This design comes from an exercise in tuning for small area on the open sky130 flow, not from production work. In this exercise RTL edits were held to simulation tests only and were not proved equivalent to the original. Power and IR drop assume default switching activity.

===== flow/config.mk =====
export PLATFORM = sky130hd
export DESIGN_NAME = dcache
export DESIGN_NICKNAME = dcache
export VERILOG_FILES = /design/flow/design.v
export SDC_FILE = /design/flow/constraint.sdc
export NUM_CORES = 4
export LEC_CHECK = 0
export CAP_MARGIN = 20
export CORE_MARGIN = 2
export CORE_UTILIZATION = 60
export PLACE_DENSITY = 0.7
export SETUP_SLACK_MARGIN = 0.3
export SLEW_MARGIN = 20

===== flow/constraint.sdc =====
create_clock -name core_clock -period 12.0 [get_ports {CLK}]
set_input_delay 2.4000 -clock core_clock [delete_from_list [all_inputs] [get_ports {CLK}]]
set_output_delay 2.4000 -clock core_clock [all_outputs]
set_load 0.01 [all_outputs]

===== flow/standard.sh =====
#!/bin/bash
# synth_recipe.tcl (not shown) runs the flow's synth.tcl, then flattens the netlist and writes it again
# the make line also repeats each setting of config.mk as NAME=value (left out here)
make -C /OpenROAD-flow-scripts/flow DESIGN_CONFIG=/design/flow/config.mk WORK_HOME=/design/flow/orfs CLKGATE_MAP_FILE= SYNTH_SCRIPT=/design/flow/synth_recipe.tcl "${@:-finish}"

===== flow/flow/run.sh =====
#!/bin/bash
# Own layout flow: the standard flow with an area-oriented ABC script,
# a denser floorplan, small port buffers and a clock tree of small buffers
# without dummy loads.
set -euo pipefail
W=$(pwd)
export FLOW_WORK=$W
export AREA_ABC_SCRIPT=$W/flow/area.abc
export BUFFER_PORTS_ARGS="-buffer_cell sky130_fd_sc_hd__buf_1"
export CTS_ARGS="-sink_clustering_enable -repair_clock_nets -dont_use_dummy_load -buf_list {sky130_fd_sc_hd__clkbuf_8} -sink_clustering_size 18 -sink_clustering_max_diameter 60"
bash standard.sh SYNTH_SCRIPT=$W/flow/synth_abc.tcl finish > $W/flow_make.log 2>&1

===== flow/design.v =====
package dcache_pkg;
  typedef logic [32-1:0] word_t;
endpackage
`timescale 1ns/1ps
module dcache (
  input  logic               CLK,
  input  logic               nRST,
  input  logic               dmem_ren,
  input  logic               dmem_wen,
  input  dcache_pkg::word_t  dmem_addr,
  input  dcache_pkg::word_t  dmem_store,
  output logic               dhit,
  output dcache_pkg::word_t  dmem_load,
  input  logic               dwait,
  input  dcache_pkg::word_t  dload,
  output logic               dren,
  output logic               dwen,
  output dcache_pkg::word_t  daddr,
  output dcache_pkg::word_t  dstore,
  input  logic               cc_grant,
  output logic               cc_inv_req,
  output dcache_pkg::word_t  cc_addr,
  input  logic               snoop_req,
  input  logic               snoop_excl,
  input  dcache_pkg::word_t  snoop_addr,
  output logic               snoop_ack
);
  localparam int IW = 3;
  localparam int TW = (32 - 3 - 3);
  localparam int WW = 32;
  localparam int NS = 2**IW;
  localparam logic [3:0] IDLE        = 4'd0;
  localparam logic [3:0] INV_REQ     = 4'd1;
  localparam logic [3:0] EVICT_WB1   = 4'd2;
  localparam logic [3:0] EVICT_WB2   = 4'd3;
  localparam logic [3:0] FILL1       = 4'd4;
  localparam logic [3:0] FILL2       = 4'd5;
  localparam logic [3:0] FILL_DONE   = 4'd6;
  localparam logic [3:0] SNOOP_WB1   = 4'd7;
  localparam logic [3:0] SNOOP_WB2   = 4'd8;
  localparam logic [3:0] SNOOP_TRANS = 4'd9;
  logic [3:0] state, nxt_state;
  logic [NS-1:0] valid0, valid1, dirty0, dirty1;
  logic [NS-1:0] lru;
  logic [TW-1:0] tag0 [NS];
  logic [TW-1:0] tag1 [NS];
  logic [WW-1:0] dat0 [NS][2];
  logic [WW-1:0] dat1 [NS][2];
  logic s_idle, s_inv, s_ewb1, s_ewb2, s_f1, s_f2, s_fd, s_swb1, s_swb2, s_st;
  assign s_idle = (state == IDLE);
  assign s_inv  = (state == INV_REQ);
  assign s_ewb1 = (state == EVICT_WB1);
  assign s_ewb2 = (state == EVICT_WB2);
  assign s_f1   = (state == FILL1);
  assign s_f2   = (state == FILL2);
  assign s_fd   = (state == FILL_DONE);
  assign s_swb1 = (state == SNOOP_WB1);
  assign s_swb2 = (state == SNOOP_WB2);
  assign s_st   = (state == SNOOP_TRANS);
  logic evict, fill, snoop_wb, word2;
  assign evict    = s_ewb1 | s_ewb2;
  assign fill     = s_f1 | s_f2;
  assign snoop_wb = s_swb1 | s_swb2;
  assign word2    = s_ewb2 | s_swb2 | s_f2;
  logic          snoop_mode;
  logic [IW-1:0] dm_idx, ridx;
  logic [TW-1:0] dm_tag, ctag;
  assign snoop_mode = (s_idle & snoop_req) | snoop_wb | s_st;
  assign dm_idx     = dmem_addr[IW+2:3];
  assign dm_tag     = dmem_addr[WW-1:IW+3];
  assign ridx       = snoop_mode ? snoop_addr[IW+2:3] : dm_idx;
  assign ctag       = snoop_mode ? snoop_addr[WW-1:IW+3] : dm_tag;
  logic [NS-1:0] rsel;
  logic          rv0, rv1, rd0, rd1;
  logic [TW-1:0] rt0, rt1;
  always_comb
  begin
    for (int s = 0; s < NS; s++)
      rsel[s] = (ridx == s);
    rt0 = '0;
    rt1 = '0;
    for (int s = 0; s < NS; s++)
    begin
      rt0 = rt0 | (tag0[s] & {TW{rsel[s]}});
      rt1 = rt1 | (tag1[s] & {TW{rsel[s]}});
    end
  end
  assign rv0 = valid0[ridx];
  assign rv1 = valid1[ridx];
  assign rd0 = dirty0[ridx];
  assign rd1 = dirty1[ridx];
  logic hit0, hit1, any, hdirty;
  assign hit0   = rv0 && (rt0 == ctag);
  assign hit1   = rv1 && (rt1 == ctag);
  assign any    = hit0 | hit1;
  assign hdirty = hit1 ? rd1 : rd0;
  logic pick, pick_dirty;
  assign pick       = !rv0 ? 1'b0 : (!rv1 ? 1'b1 : lru[ridx]);
  assign pick_dirty = pick ? rd1 : rd0;
  logic          rword, rway;
  logic [WW-1:0] rdata;
  assign rword = (evict | snoop_wb) ? word2 : dmem_addr[2];
  assign rway  = (evict | fill) ? pick : hit1;
  always_comb
  begin
    rdata = '0;
    for (int s = 0; s < NS; s++)
      for (int k = 0; k < 2; k++)
      begin
        rdata = rdata | (dat0[s][k] & {WW{rsel[s] && rword == k && !rway}});
        rdata = rdata | (dat1[s][k] & {WW{rsel[s] && rword == k &&  rway}});
      end
  end
  assign dmem_load = rdata;
  assign dstore    = rdata;
  assign cc_addr   = {dmem_addr[WW-1:3], 3'b000};
  assign daddr     = {(rway ? rt1 : rt0), ridx, word2, 2'b00};
  logic miss_fill, fill_start;
  assign miss_fill  = !any && !pick_dirty;
  assign fill_start = (s_idle && !snoop_req && dmem_ren && miss_fill) ||
                      (s_inv && cc_grant && miss_fill) ||
                      (s_ewb2 && !dwait);
  always_comb
  begin
    nxt_state  = state;
    dhit       = 1'b0;
    dren       = 1'b0;
    dwen       = 1'b0;
    cc_inv_req = 1'b0;
    snoop_ack  = 1'b0;
    case (state)
      IDLE:
      begin
        if (snoop_req)
          nxt_state = (any && hdirty) ? SNOOP_WB1 : SNOOP_TRANS;
        else if (dmem_ren)
        begin
          if (any)
            dhit = 1'b1;
          else
            nxt_state = pick_dirty ? EVICT_WB1 : FILL1;
        end
        else if (dmem_wen)
        begin
          if (any && hdirty)
            dhit = 1'b1;
          else
            nxt_state = INV_REQ;
        end
      end
      INV_REQ:
      begin
        cc_inv_req = 1'b1;
        if (cc_grant)
          nxt_state = any ? FILL_DONE : (pick_dirty ? EVICT_WB1 : FILL1);
      end
      EVICT_WB1:
      begin
        dwen = 1'b1;
        if (!dwait) nxt_state = EVICT_WB2;
      end
      EVICT_WB2:
      begin
        dwen = 1'b1;
        if (!dwait) nxt_state = FILL1;
      end
      FILL1:
      begin
        dren = 1'b1;
        if (!dwait) nxt_state = FILL2;
      end
      FILL2:
      begin
        dren = 1'b1;
        if (!dwait) nxt_state = FILL_DONE;
      end
      FILL_DONE:
      begin
        dhit      = 1'b1;
        nxt_state = IDLE;
      end
      SNOOP_WB1:
      begin
        dwen = 1'b1;
        if (!dwait) nxt_state = SNOOP_WB2;
      end
      SNOOP_WB2:
      begin
        dwen = 1'b1;
        if (!dwait) nxt_state = SNOOP_TRANS;
      end
      SNOOP_TRANS:
      begin
        snoop_ack = 1'b1;
        nxt_state = IDLE;
      end
      default:
        nxt_state = IDLE;
    endcase
  end
  logic wr_hit, lru_upd;
  assign wr_hit  = s_idle && !snoop_req && !dmem_ren && dmem_wen && any && hdirty;
  assign lru_upd = (s_idle && !snoop_req && dmem_ren && any) || wr_hit || s_fd;
  logic          wen, wway, wword;
  logic [WW-1:0] wdat;
  assign wen   = (fill && !dwait) || wr_hit || (s_fd && dmem_wen);
  assign wway  = fill ? pick : hit1;
  assign wword = fill ? s_f2 : dmem_addr[2];
  assign wdat  = fill ? dload : dmem_store;
  always_ff @(posedge CLK)
  begin
    for (int s = 0; s < NS; s++)
    begin
      if (fill_start && !pick && dm_idx == s)
        tag0[s] <= dm_tag;
      if (fill_start && pick && dm_idx == s)
        tag1[s] <= dm_tag;
      for (int k = 0; k < 2; k++)
      begin
        if (wen && !wway && dm_idx == s && wword == k)
          dat0[s][k] <= wdat;
        if (wen && wway && dm_idx == s && wword == k)
          dat1[s][k] <= wdat;
      end
    end
  end
  always_ff @(posedge CLK, negedge nRST)
  begin
    if (!nRST)
    begin
      state  <= IDLE;
      valid0 <= '0;
      valid1 <= '0;
      dirty0 <= '0;
      dirty1 <= '0;
      lru    <= '0;
    end
    else
    begin
      state <= nxt_state;
      if (lru_upd)
        lru[dm_idx] <= ~hit1;
      if (fill_start)
      begin
        if (pick) begin valid1[dm_idx] <= 1'b0; dirty1[dm_idx] <= 1'b0; end
        else      begin valid0[dm_idx] <= 1'b0; dirty0[dm_idx] <= 1'b0; end
      end
      if (s_f2 && !dwait)
      begin
        if (pick) valid1[dm_idx] <= 1'b1;
        else      valid0[dm_idx] <= 1'b1;
      end
      if (s_fd && dmem_wen)
      begin
        if (hit1) dirty1[dm_idx] <= 1'b1;
        else      dirty0[dm_idx] <= 1'b1;
      end
      if (s_st && any)
      begin
        if (hit1) begin dirty1[ridx] <= 1'b0; if (snoop_excl) valid1[ridx] <= 1'b0; end
        else      begin dirty0[ridx] <= 1'b0; if (snoop_excl) valid0[ridx] <= 1'b0; end
      end
    end
  end
endmodule

===== flow/flow/area.abc =====
strash
ifraig
dc2
strash
&get -n
&dch -f
&nf -R 1000
&put

===== flow/flow/synth_abc.tcl =====
# The standard flow's synthesis, with ABC run on an area-oriented script. Registers are
# mapped before ABC runs, so they are the standard synthesis's.
proc abc {args} {
  set i [lsearch -exact $args -script]
  if {$i >= 0} {
    lset args [expr {$i+1}] $::env(AREA_ABC_SCRIPT)
  }
  yosys abc {*}$args
}
source $::env(FLOW_WORK)/synth_recipe.tcl

==> out/results.txt, run 1 <==
prevailing post-synth register cell: edfxtp_1
PD cells: 207 mW/mm^2
CP max stage delay: 0.56 ns
Slowest-stage cell, CP: mux2i_4
GRT Overall Usage: 0.341
syn_area_per_cell: 18.1 um^2
clk slew on worst S/H paths: 0.08 ns
WP buf/inv: 7
clk buf depth: 3
Initial DRT Pass Iterations: 9
Vias/cell: 7.25
Hold Crit Class: register to register
Cells after Synth: 3,035
share of post-route cells with drive strength above 1: 0.108
Worst Path Max Fanout: 19
Core ar.: 0.0912 mm^2
RD Place Congestion: 0.899
Yosys reg bits: 1,484
Vias: 33,870
CP arrival: 9.15 ns
Worst-Skew Late Latency: 0.80 ns
Rel. slew slack: 0.187
Syn Std Cell Area: 0.0550 mm^2
type of origin of the critical path: primary input
depth of the CTS H-tree: 3
TritonCTS clock tree: yes
DR iter-0 viols: 6,481
final slew viol count: 0
maximum vdd drop: 0.289 mV
Detailed Place HPWL: 94,400 um
fill cell count: 6,090
first-pass GRT wire length: 228,000 um
Area growth syn-to-layout: 10.3%
crit path kind: primary input to output port
final worst clock skew: 0.115 ns
status: no timing/DRC/antenna violations
fmax: 86.6 MHz
drt drc: 0
IO Count: 269
initial core utilization: 0.602
Die W: 307 um
Worst Path Required: 9.60 ns
crit path time final: 11.55 ns
RSZ-0062 raised after global routing: false
maximum number of pins on one net before global-route repair: 52
root buffer cell: clkbuf_8
PortBufs: 258
worst slew pin tran: 1.22 ns
Worst setup EP type: output port
initial antenna violation count: 1
Routed WL: 162,000 um
Sink Count: 1,484
Worst R2R Setup Slack: 2.93 ns
sequential cell area fraction in the yosys report: 0.807
final period utilization: 0.962
fin cells: 4,673
average wire per standard cell: 34.8 um
Post-synth EDFFs: 1,440
delay-heaviest family, CP: simple AND/OR/NAND/NOR gates
site row count: 111
vias in the first global route: 32,705
die area: 0.0940 mm^2
setup TNS: 0 ns
Post-DRT Antenna Nets: 0
asr flop ratio synth: 0.0296
Final setup viols: 0
Hold Vio Cnt, Final: 0
Die Span Y: 307 um
Synth cell types: 46
fin nets: 3,632
max_cap viols: 0
P_leak: 18.9 nW
CTS buffer count: 103
total grt overflow: 0
DP Cell Count: 4,556
Ys Warns: 5
power breakdown:
part	switching, mW	internal, mW
combinational	2.84	1.13
sequential	0.0636	6.33
clock	1.44	0.767
total	4.35	8.23
path summary, 6_finish.rpt:
kind                                          to  cells after the start                  from
max                                dmem_load[14]                     26             snoop_req
max reg2reg                dat0[0][18]$_DFFE_PP_                     27  state[2]$_DFFE_PN0P_
min in group asynchronous   state[3]$_DFFE_PN0P_                      2                  nRST
min reg2reg                   lru[3]$_DFFE_PN0P_                      2    lru[3]$_DFFE_PN0P_
max in group asynchronous    valid1[1]$_DFF_PN0_                      2                  nRST
min                           lru[3]$_DFFE_PN0P_                      2    lru[3]$_DFFE_PN0P_
per-stage QoR:
step / hold WS (ns) / cell area (um^2) / setup slack (ns) / total power [mW] / util
after floorplan: 0.467 / 55200 / 0.0312 / 8.80 / -
after global placement: 0.496 / 58800 / 0.343 / 10.3 / 0.644
after detailed placement: 0.507 / 58800 / 0.243 / 10.4 / 0.645
after CTS: 0.524 / 60300 / 0.445 / 12.5 / 0.661
after global routing: 0.575 / 60600 / 0.312 / 13.0 / 0.665
final: 0.540 / 60600 / 0.454 / 12.6 / 0.665
worst register-to-register path: cells and delay by family (launching register included):
family	cells	cell delay, ns
AO/OA/AOI/OAI	3	1.00
AND/OR/NAND/NOR	17	5.13
buffers and inverters	4	1.25
flip-flops	1	0.48
multiplexers	2	0.75
XOR/XNOR	1	0.16
layout by cell type, fill, tap and decap left out, types with 25 or more instances in the layout:
cell	instances
nand3_1	74
nor3_2	36
nand2_1	204
nor2_1	77
buf_4	123
clkbuf_8	103
and3_1	35
buf_1	257
a21oi_1	45
a22oi_1	203
a222oi_1	290
clkinv_1	25
dfrtp_1	44
nor2_4	31
edfxtp_1	1440
nand4_1	78
o21ai_0	32
a221oi_1	55
a22o_1	51
mux2i_1	29
layout make-up:
cell class / instances / area, um^2 / share of cell area
Sequential cell: 1484 / 44300 / 0.731
Multi-Input combinational cell: 1461 / 10700 / 0.177
Timing Repair Buffer: 409 / 2540 / 0.0419
Tap cell: 1186 / 1480 / 0.0245
Clock buffer: 103 / 1420 / 0.0234
Inverter: 28 / 110 / 0.00182
Antenna cell: 2 / 5.00 / 0.0000825
sequential cells by signal, summed over array words and instances (netlist names):
| name | flops |
|---|---|
| valid1 | 8 |
| dirty0 | 8 |
| lru | 8 |
| dat0 | 512 |
| state | 4 |
| dat1 | 512 |
| dirty1 | 8 |
| tag1 | 208 |
| valid0 | 8 |
| tag0 | 208 |
logic make-up (layout without fill, tap and decap cells):
group,count (synthesis),count (layout),share of synthesized area
AO/OA/AOI/OAI,740,740,0.113
XOR/XNOR,16,16,0.00255
adder cells (fa/ha/maj),9,9,0.00205
buffers and inverters,95,540,0.0111
flip-flops,1484,1484,0.807
multiplexers,43,43,0.00806
other,1,7,0.0000682
AND/OR/NAND/NOR,647,648,0.0563
synth_stat cells, types with 13 or more instances:
| cell | number | share of area |
|---|---|---|
| a22oi_1 | 203 | 0.028 |
| a221oi_1 | 56 | 0.0089 |
| edfxtp_1 | 1440 | 0.79 |
| mux2i_1 | 33 | 0.0060 |
| dfrtp_1 | 44 | 0.020 |
| and3_1 | 47 | 0.0053 |
| and2_0 | 13 | 0.0015 |
| o22ai_1 | 15 | 0.0017 |
| a222oi_1 | 290 | 0.053 |
| nor2_1 | 108 | 0.0074 |
| nor3_1 | 61 | 0.0056 |
| a31oi_1 | 14 | 0.0016 |
| clkinv_1 | 28 | 0.0019 |
| nand4_1 | 78 | 0.0089 |
| buf_4 | 67 | 0.0092 |
| a22o_1 | 51 | 0.0081 |
| a21oi_1 | 45 | 0.0041 |
| o21ai_0 | 32 | 0.0029 |
| nand2_1 | 210 | 0.014 |
| nand3_1 | 74 | 0.0067 |
| or3_1 | 15 | 0.0017 |
per-layer routing:
| metal | routed length (um) | global-route usage |
|---|---|---|
| met1 | 61500 | 0.510 |
| met2 | 74100 | 0.522 |
| met3 | 22500 | 0.0695 |
| met4 | 4310 | 0.0853 |
| met5 | 0 | 0 |
what timing repair did:
action | CTS | global route
pin swaps | 0 | 1
cloned | 0 | 1
endpoints found under the setup margin | 6 | 42
hold buffers | 0 | 0
buffers inserted | 0 | 1
resized for setup | 2 | 12
==> run 2: changes to the inputs <==
--- a/flow/design.v
+++ b/flow/design.v
@@ -98,3 +98,3 @@
   assign pick       = !rv0 ? 1'b0 : (!rv1 ? 1'b1 : lru[ridx]);
-  assign pick_dirty = pick ? rd1 : rd0;
+  assign pick_dirty = pick ? (rv1 & rd1) : (rv0 & rd0);
   logic          rword, rway;
@@ -233,5 +233,2 @@
       valid1 <= '0;
-      dirty0 <= '0;
-      dirty1 <= '0;
-      lru    <= '0;
     end
@@ -240,8 +237,6 @@
       state <= nxt_state;
-      if (lru_upd)
-        lru[dm_idx] <= ~hit1;
       if (fill_start)
       begin
-        if (pick) begin valid1[dm_idx] <= 1'b0; dirty1[dm_idx] <= 1'b0; end
-        else      begin valid0[dm_idx] <= 1'b0; dirty0[dm_idx] <= 1'b0; end
+        if (pick) valid1[dm_idx] <= 1'b0;
+        else      valid0[dm_idx] <= 1'b0;
       end
@@ -252,12 +247,27 @@
       end
-      if (s_fd && dmem_wen)
-      begin
-        if (hit1) dirty1[dm_idx] <= 1'b1;
-        else      dirty0[dm_idx] <= 1'b1;
-      end
-      if (s_st && any)
-      begin
-        if (hit1) begin dirty1[ridx] <= 1'b0; if (snoop_excl) valid1[ridx] <= 1'b0; end
-        else      begin dirty0[ridx] <= 1'b0; if (snoop_excl) valid0[ridx] <= 1'b0; end
-      end
+      if (s_st && any && snoop_excl)
+      begin
+        if (hit1) valid1[ridx] <= 1'b0;
+        else      valid0[ridx] <= 1'b0;
+      end
+    end
+  end
+  always_ff @(posedge CLK)
+  begin
+    if (lru_upd)
+      lru[dm_idx] <= ~hit1;
+    if (fill_start)
+    begin
+      if (pick) dirty1[dm_idx] <= 1'b0;
+      else      dirty0[dm_idx] <= 1'b0;
+    end
+    if (s_fd && dmem_wen)
+    begin
+      if (hit1) dirty1[dm_idx] <= 1'b1;
+      else      dirty0[dm_idx] <= 1'b1;
+    end
+    if (s_st && any)
+    begin
+      if (hit1) dirty1[ridx] <= 1'b0;
+      else      dirty0[ridx] <= 1'b0;
     end
==> flow/flow/area.abc (replaced) <==
strash
dc2
dc2
strash
&get -n
&synch2
&nf -R 1000
&put
--- a/flow/config.mk
+++ b/flow/config.mk
@@ -11,3 +11,3 @@
 export PLACE_DENSITY = 0.7
-export SETUP_SLACK_MARGIN = 0.3
+export SETUP_SLACK_MARGIN = 0.1
 export SLEW_MARGIN = 20
==> run 2 against run 1 <==
Synthesized cell count increased by 0.43%; worst setup slack got worse by 0.061 ns; still clean on timing, DRC and antenna; design area decreased by 0.14%; clock power about the same; count of clock-buffer cells in the layout decreased by 2; sequential share of layout area about the same; critical endpoint is now dmem_load[0]; maximum frequency decreased by 0.53%.
==> out/results.txt, run 2 <==
Worst setup EP type: output port
depth of the CTS H-tree: 3
die area: 0.0938 mm^2
Detailed Place HPWL: 99,400 um
Worst-Skew Late Latency: 0.80 ns
fmax: 86.1 MHz
fill cell count: 5,936
DP Cell Count: 4,573
Tot Pwr: 13.2 mW
Routed WL: 170,000 um
vias in the first global route: 33,140
Clk pwr share: 0.168
most frequent cells after synthesis: edfxtp_1 (1,448), nand2_1 (266), a222oi_1 (246)
total grt overflow: 0
syn_area_per_cell: 18.0 um^2
GRT Overall Usage: 0.359
crit path kind: primary input to output port
RSZ-0062 raised after global routing: false
fin nets: 3,655
prevailing post-synth register cell: edfxtp_1
Post-DRT Antenna Nets: 0
commonest non-fill, non-tap cell in the layout: edfxtp_1
Vias: 34,495
average wire per standard cell: 36.3 um
top cell type's share of synthesized area: 0.793
initial core utilization: 0.607
crit path time final: 11.61 ns
asr flop ratio synth: 0.0135
site row count: 110
Synth cell types: 50
Worst Path Max Fanout: 20
maximum number of pins on one net before global-route repair: 34
IO Count: 269
Syn Std Cell Area: 0.0548 mm^2
Vias/cell: 7.36
Yosys reg bits: 1,484
TritonCTS clock tree: yes
Post-synth EDFFs: 1,448
hold buffer count at cts: 0
sequential cell area fraction in the yosys report: 0.808
Hold Crit Class: register to register
sw frac: 0.365
Ys Warns: 5
CP arrival: 9.21 ns
maximum vdd drop: 0.191 mV
initial antenna violation count: 4
Hold Vio Cnt, Final: 0
Psw: 4.83 mW
Sink Count: 1,484
type of origin of the critical path: primary input
status: no timing/DRC/antenna violations
count leader, synth: edfxtp_1
hold_ws: 0.523 ns
root buffer cell: clkbuf_8
DR iter-0 viols: 6,971
Hold Path Cell Cnt: 2
PD cells: 219 mW/mm^2
share of post-route cells with drive strength above 1: 0.105
Area growth syn-to-layout: 10.4%
Synth area leaders: edfxtp_1 (79%), a222oi_1 (4.5%), a22oi_1 (2.5%)
biggest regs: dat0 x512, dat1 x512
commonest non-fill, non-tap cells in the layout: edfxtp_1 (1,448), nand2_1 (263), buf_1 (257)
final slew viol count: 0
P_leak: 18.7 nW
first-pass GRT wire length: 237,000 um
RD Place Congestion: 0.920
PortBufs: 258
fin area: 0.0606 mm^2
fin cells: 4,686
Rel. slew slack: 0.226
Initial DRT Pass Iterations: 11
post-layout util: 0.671
worst slew pin tran: 1.16 ns
Die W: 306 um
Cells after Synth: 3,048
Comb power frac: 0.353
largest area contributor in the netlist: edfxtp_1
Core ar.: 0.0903 mm^2
post-place instance area: 0.0590 mm^2
max_cap viols: 0
Cell Int Power: 8.41 mW
reg2reg path depth: 22
Worst Path Required: 9.60 ns
clk buf depth: 3
Die Span Y: 306 um
Reg power frac: 0.479
Final setup viols: 0
final worst clock skew: 0.0937 ns
clk slew on worst S/H paths: 0.07 ns
CTS buffer count: 101
drt drc: 0
final period utilization: 0.967
[run 2: cell type report]
class	count	area (um^2)	area share
timing repair buffer	422	2640	0.0436
tap	1176	1470	0.0243
sequential	1484	44300	0.732
multi-input combinational	1479	10700	0.176
inverter	22	86.3	0.00143
clock buffer	101	1390	0.0230
antenna	2	5.00	0.0000827
[run 2: power by group through the flow]
stage | registers (mW) | clock network, mW | logic (mW)
after global routing | 6.36 | 2.39 | 4.90
after detailed placement | 6.46 | 0 | 4.55
after global placement | 6.45 | 0 | 4.46
after floorplan | 6.43 | 0 | 2.69
final | 6.35 | 2.22 | 4.67
after CTS | 6.34 | 2.22 | 4.57
[run 2: logic make-up after synthesis]
| group | Yosys count | share of synthesized area |
|---|---|---|
| adder cells (fa/ha/maj) | 9 | 0.00205 |
| XOR/XNOR | 29 | 0.00463 |
| buffers and inverters | 89 | 0.0107 |
| flip-flops | 1484 | 0.808 |
| other | 1 | 0.0000684 |
| multiplexers | 48 | 0.00911 |
| AND/OR/NAND/NOR | 662 | 0.0553 |
| AO/OA/AOI/OAI | 726 | 0.110 |
[run 2: metal layers]
layer / track usage / part of all wire
met5: 0 / 0.000076
met4: 0.161 / 0.052
met3: 0.0740 / 0.14
met1: 0.478 / 0.34
met2: 0.579 / 0.47
[run 2: what timing repair did]
item,in CTS,in global routing
setup buffers,2,4
setup endpoints to repair,16,44
resized for setup,2,8
pin swaps,1,2
[run 2: per-stage QoR]
step / setup TNS [ns] / setup WS [ns]
detailed placement: -0.755 / -0.168
global route: 0 / 0.108
CTS: 0 / 0.112
finish: 0 / 0.392
floorplan: 0 / 0.165
global placement: 0 / 0.0465
[run 2: critical path, stage by stage]
cell and delay [ns]:
buf_1 0.18, nand3_1 0.18, nand3_4 0.19, nor2_1 0.07, a21oi_2 0.26, clkinv_1 0.31
nand2_2 0.26, nor2_4 0.08, buf_4 0.19, a22o_1 0.23, a221oi_1 0.20, and3_1 0.26
xnor2_1 0.13, nand4_1 0.20, nor4_1 0.28, o2111ai_1 0.31, or4_4 0.72, o21ai_4 0.34
nand2b_1 0.16, buf_4 0.26, nor2_4 0.24, buf_4 0.27, a222oi_1 0.29, nand2_1 0.12
a221oi_2 0.30, nand4_1 0.16, or3_1 0.43, buf_1 0.15
[run 2: final timing paths]
path,slack [ns],end,startpoint
worst max-delay path,0.39,dmem_load[0],snoop_req
max in group asynchronous,10.08,valid0[5]$_DFF_PN0_,nRST
worst min register to register,0.52,dirty0[1]$_DFF_P_,dirty0[1]$_DFF_P_
min in group asynchronous,1.61,state[3]$_DFFE_PN0P_,nRST
worst max register to register,2.95,dat0[2][25]$_DFFE_PP_,state[0]$_DFFE_PN0P_
worst min-delay path,0.52,dirty0[1]$_DFF_P_,dirty0[1]$_DFF_P_
==> run 3: changes to the inputs <==
--- a/flow/flow/run.sh
+++ b/flow/flow/run.sh
@@ -9,3 +9,3 @@
 export BUFFER_PORTS_ARGS="-buffer_cell sky130_fd_sc_hd__buf_1"
-export CTS_ARGS="-sink_clustering_enable -repair_clock_nets -dont_use_dummy_load -buf_list {sky130_fd_sc_hd__clkbuf_8} -sink_clustering_size 18 -sink_clustering_max_diameter 60"
+export CTS_ARGS="-sink_clustering_enable -repair_clock_nets -dont_use_dummy_load -buf_list {sky130_fd_sc_hd__clkbuf_8} -sink_clustering_size 16 -sink_clustering_max_diameter 50"
 bash standard.sh SYNTH_SCRIPT=$W/flow/synth_abc.tcl finish > $W/flow_make.log 2>&1
==> run 3 against run 2 <==
Via count grew 0.38%; design area grew 0.78%; critical path depth shrank 4; sequential share of layout area shrank 0.56 points; wire length grew 0.65%; critical path type unchanged; largest cell class unchanged.
==> out/results.txt, run 3 <==
Synth area leaders: edfxtp_1 (79%), a222oi_1 (4.5%), a22oi_1 (2.5%)
CP arrival: 9.22 ns
Worst-Skew Late Latency: 0.85 ns
post-place instance area: 0.0590 mm^2
first-pass GRT wire length: 237,000 um
IO Count: 269
DR iter-0 viols: 6,991
Synth cell types: 50
total grt overflow: 0
final slew viol count: 0
share of post-route cells with drive strength above 1: 0.113
maximum number of pins on one net before global-route repair: 34
asr flop ratio synth: 0.0135
Routed WL: 171,000 um
Hold Crit Class: register to register
Worst setup EP type: output port
Yosys reg bits: 1,484
Detailed Place HPWL: 99,400 um
die area: 0.0938 mm^2
prevailing post-synth register cell: edfxtp_1
Ys Warns: 5
maximum vdd drop: 0.188 mV
fin area: 0.0610 mm^2
top cell type's share of synthesized area: 0.793
vias in the first global route: 33,576
fill cell count: 5,893
Syn Std Cell Area: 0.0548 mm^2
final setup margin: 0.380 ns
Hold Vio Cnt, Final: 0
Multi-input gate area: 0.0107 mm^2
site row count: 110
Sequential cell area: 0.0443 mm^2
commonest non-fill, non-tap cell in the layout: edfxtp_1
largest area contributor in the netlist: edfxtp_1
PD cells: 222 mW/mm^2
Vias: 34,625
clk buf depth: 3
Die W: 306 um
fin nets: 3,689
Final setup viols: 0
P_leak: 18.9 nW
Rel. slew slack: 0.198
final period utilization: 0.968
biggest regs: dat0 x512, dat1 x512
CTS buffer count: 134
syn_area_per_cell: 18.0 um^2
DP Worst Slack: -0.168 ns
fin cells: 4,723
count leader, synth: edfxtp_1
Vias/cell: 7.33
worst slew pin tran: 1.20 ns
Cells after Synth: 3,048
TritonCTS clock tree: yes
root buffer cell: clkbuf_8
Core ar.: 0.0903 mm^2
Initial DRT Pass Iterations: 7
DP Cell Count: 4,573
sequential cell area fraction in the yosys report: 0.808
average wire per standard cell: 36.3 um
Area growth syn-to-layout: 11.3%
fmax: 86.1 MHz
initial antenna violation count: 3
Worst Path Max Fanout: 20
type of origin of the critical path: primary input
GRT Overall Usage: 0.362
status: no timing/DRC/antenna violations
clk slew on worst S/H paths: 0.07 ns
RD Place Congestion: 0.920
hold buffer count at cts: 0
crit path kind: primary input to output port
Post-DRT Antenna Nets: 0
Die Span Y: 306 um
depth of the CTS H-tree: 4
PortBufs: 258
Worst Path Required: 9.60 ns
drt drc: 0
final worst clock skew: 0.0869 ns
initial core utilization: 0.607
RSZ-0062 raised after global routing: false
most frequent cells after synthesis: edfxtp_1 (1,448), nand2_1 (266), a222oi_1 (246)
commonest non-fill, non-tap cells in the layout: edfxtp_1 (1,448), nand2_1 (263), buf_1 (257)
Post-synth EDFFs: 1,448
Sink Count: 1,484
crit path time final: 11.62 ns
max_cap viols: 0
## run 3: cell counts after synthesis
Identical to the previous run, type by type.
## run 3: report_power, final
part	switching, mW	total (mW)	internal [mW]
sequential	0.0572	6.35	6.29
combinational	3.32	4.69	1.37
clock	1.53	2.52	0.997
total	4.90	13.6	8.66
## run 3: kinds of logic after synthesis
logic type	count (synthesis)	synth area share
DFF	1484	0.808
AOI/OAI and AO/OA	726	0.110
and+or+nand+nor	662	0.0553
buffers and inverters	89	0.0107
muxes	48	0.00911
xor gates and xnor gates	29	0.00463
adders and majority gates	9	0.00205
other	1	0.0000684
## run 3: final cells by class
class                   instances  area share
diodes                          5    0.000205
repair buffers                423      0.0434
well taps                    1176      0.0241
inverters                      22     0.00141
multi-input cells            1479       0.175
flip-flops and latches       1484       0.726
clock buffers                 134      0.0302
## run 3: layer usage
layer,part of all wire,track usage,up-vias,wire length (um)
li1,-,-,13863,-
met1,0.34,0.477,17208,57500
met2,0.47,0.579,3045,80900
met3,0.14,0.0800,507,24300
met4,0.050,0.172,2,8620
met5,0.000076,0,-,13
## run 3: critical path, cell delays in order
cell and delay [ns]:
buf_1 0.19, nand3_1 0.18, nand3_4 0.19, nor2_1 0.09, a21oi_4 0.15, buf_4 0.35
ha_2 0.68, a222oi_1 0.24, and3_1 0.25, xnor2_1 0.21, nand4_1 0.21, nor4_1 0.28
o2111ai_1 0.30, or4_4 0.72, o21ai_4 0.34, nand2b_1 0.15, buf_4 0.24, nor2_4 0.22
buf_4 0.29, a222oi_1 0.38, nand3_1 0.15, a2111oi_1 0.54, nand3_1 0.24, buf_1 0.18
## run 3: per-stage QoR
step / TNS, ns / util / hold slack, ns / power (mW)
2_1_floorplan: 0 / - / 0.482 / 9.12
3_3_place_gp: 0 / 0.650 / 0.500 / 10.9
3_5_place_dp: -0.755 / 0.653 / 0.506 / 11.0
4_1_cts: 0 / 0.674 / 0.515 / 13.4
5_1_grt: 0 / 0.676 / 0.552 / 14.0
6_report: 0 / 0.676 / 0.519 / 13.6
## run 3: path summary, 6_finish.rpt
path | endpoint | slack, ns | cells past startpoint | start
worst max-delay path | dmem_load[6] | 0.38 | 24 | snoop_req
worst min-delay path | dirty0[1]$_DFF_P_ | 0.52 | 2 | dirty0[1]$_DFF_P_
worst max register to register | dat0[2][27]$_DFFE_PP_ | 2.93 | 22 | state[0]$_DFFE_PN0P_
worst min register to register | dirty0[1]$_DFF_P_ | 0.52 | 2 | dirty0[1]$_DFF_P_
max in group asynchronous | valid1[1]$_DFF_PN0_ | 10.17 | 2 | nRST
min in group asynchronous | valid0[1]$_DFF_PN0_ | 1.58 | 2 | nRST
## run 3: timing repair
item                       4_1_cts  5_1_grt
gates resized for setup          2        9
pin swaps                        1        2
setup buffers                    3        4
cloned                           0        0
setup endpoints to repair       16       48

[port drivers added, routing unchanged]
No port has a modelled driver above. Below, the same layouts with a new extraction and two added sets of constraints. Step 1 assumes that a clkbuf_16 drives the clock port and a buf_2 every other input. Step 2 moves the port delays by t, midway between the first and last clock arrival at a register: inputs arrive t later, outputs are due t later. That takes back most of the time a late clock gives input paths. Three values: ideal ports, drivers, drivers and shift; two values: the first two.
run	t, ns	setup WS [ns]	worst register clock-pin slew, ns
run 1	0.803	0.454 / 0.429 / 0.429	0.12 / 0.12
run 2	0.822	0.392 / 0.363 / 0.363	0.11 / 0.11
run 3	0.877	0.380 / 0.350 / 0.350	0.10 / 0.10
After both steps every run listed still meets setup and hold. For run 3, which loses most, drivers alone change the setup slack by -0.030 ns; drivers and shift together by -0.030 ns.
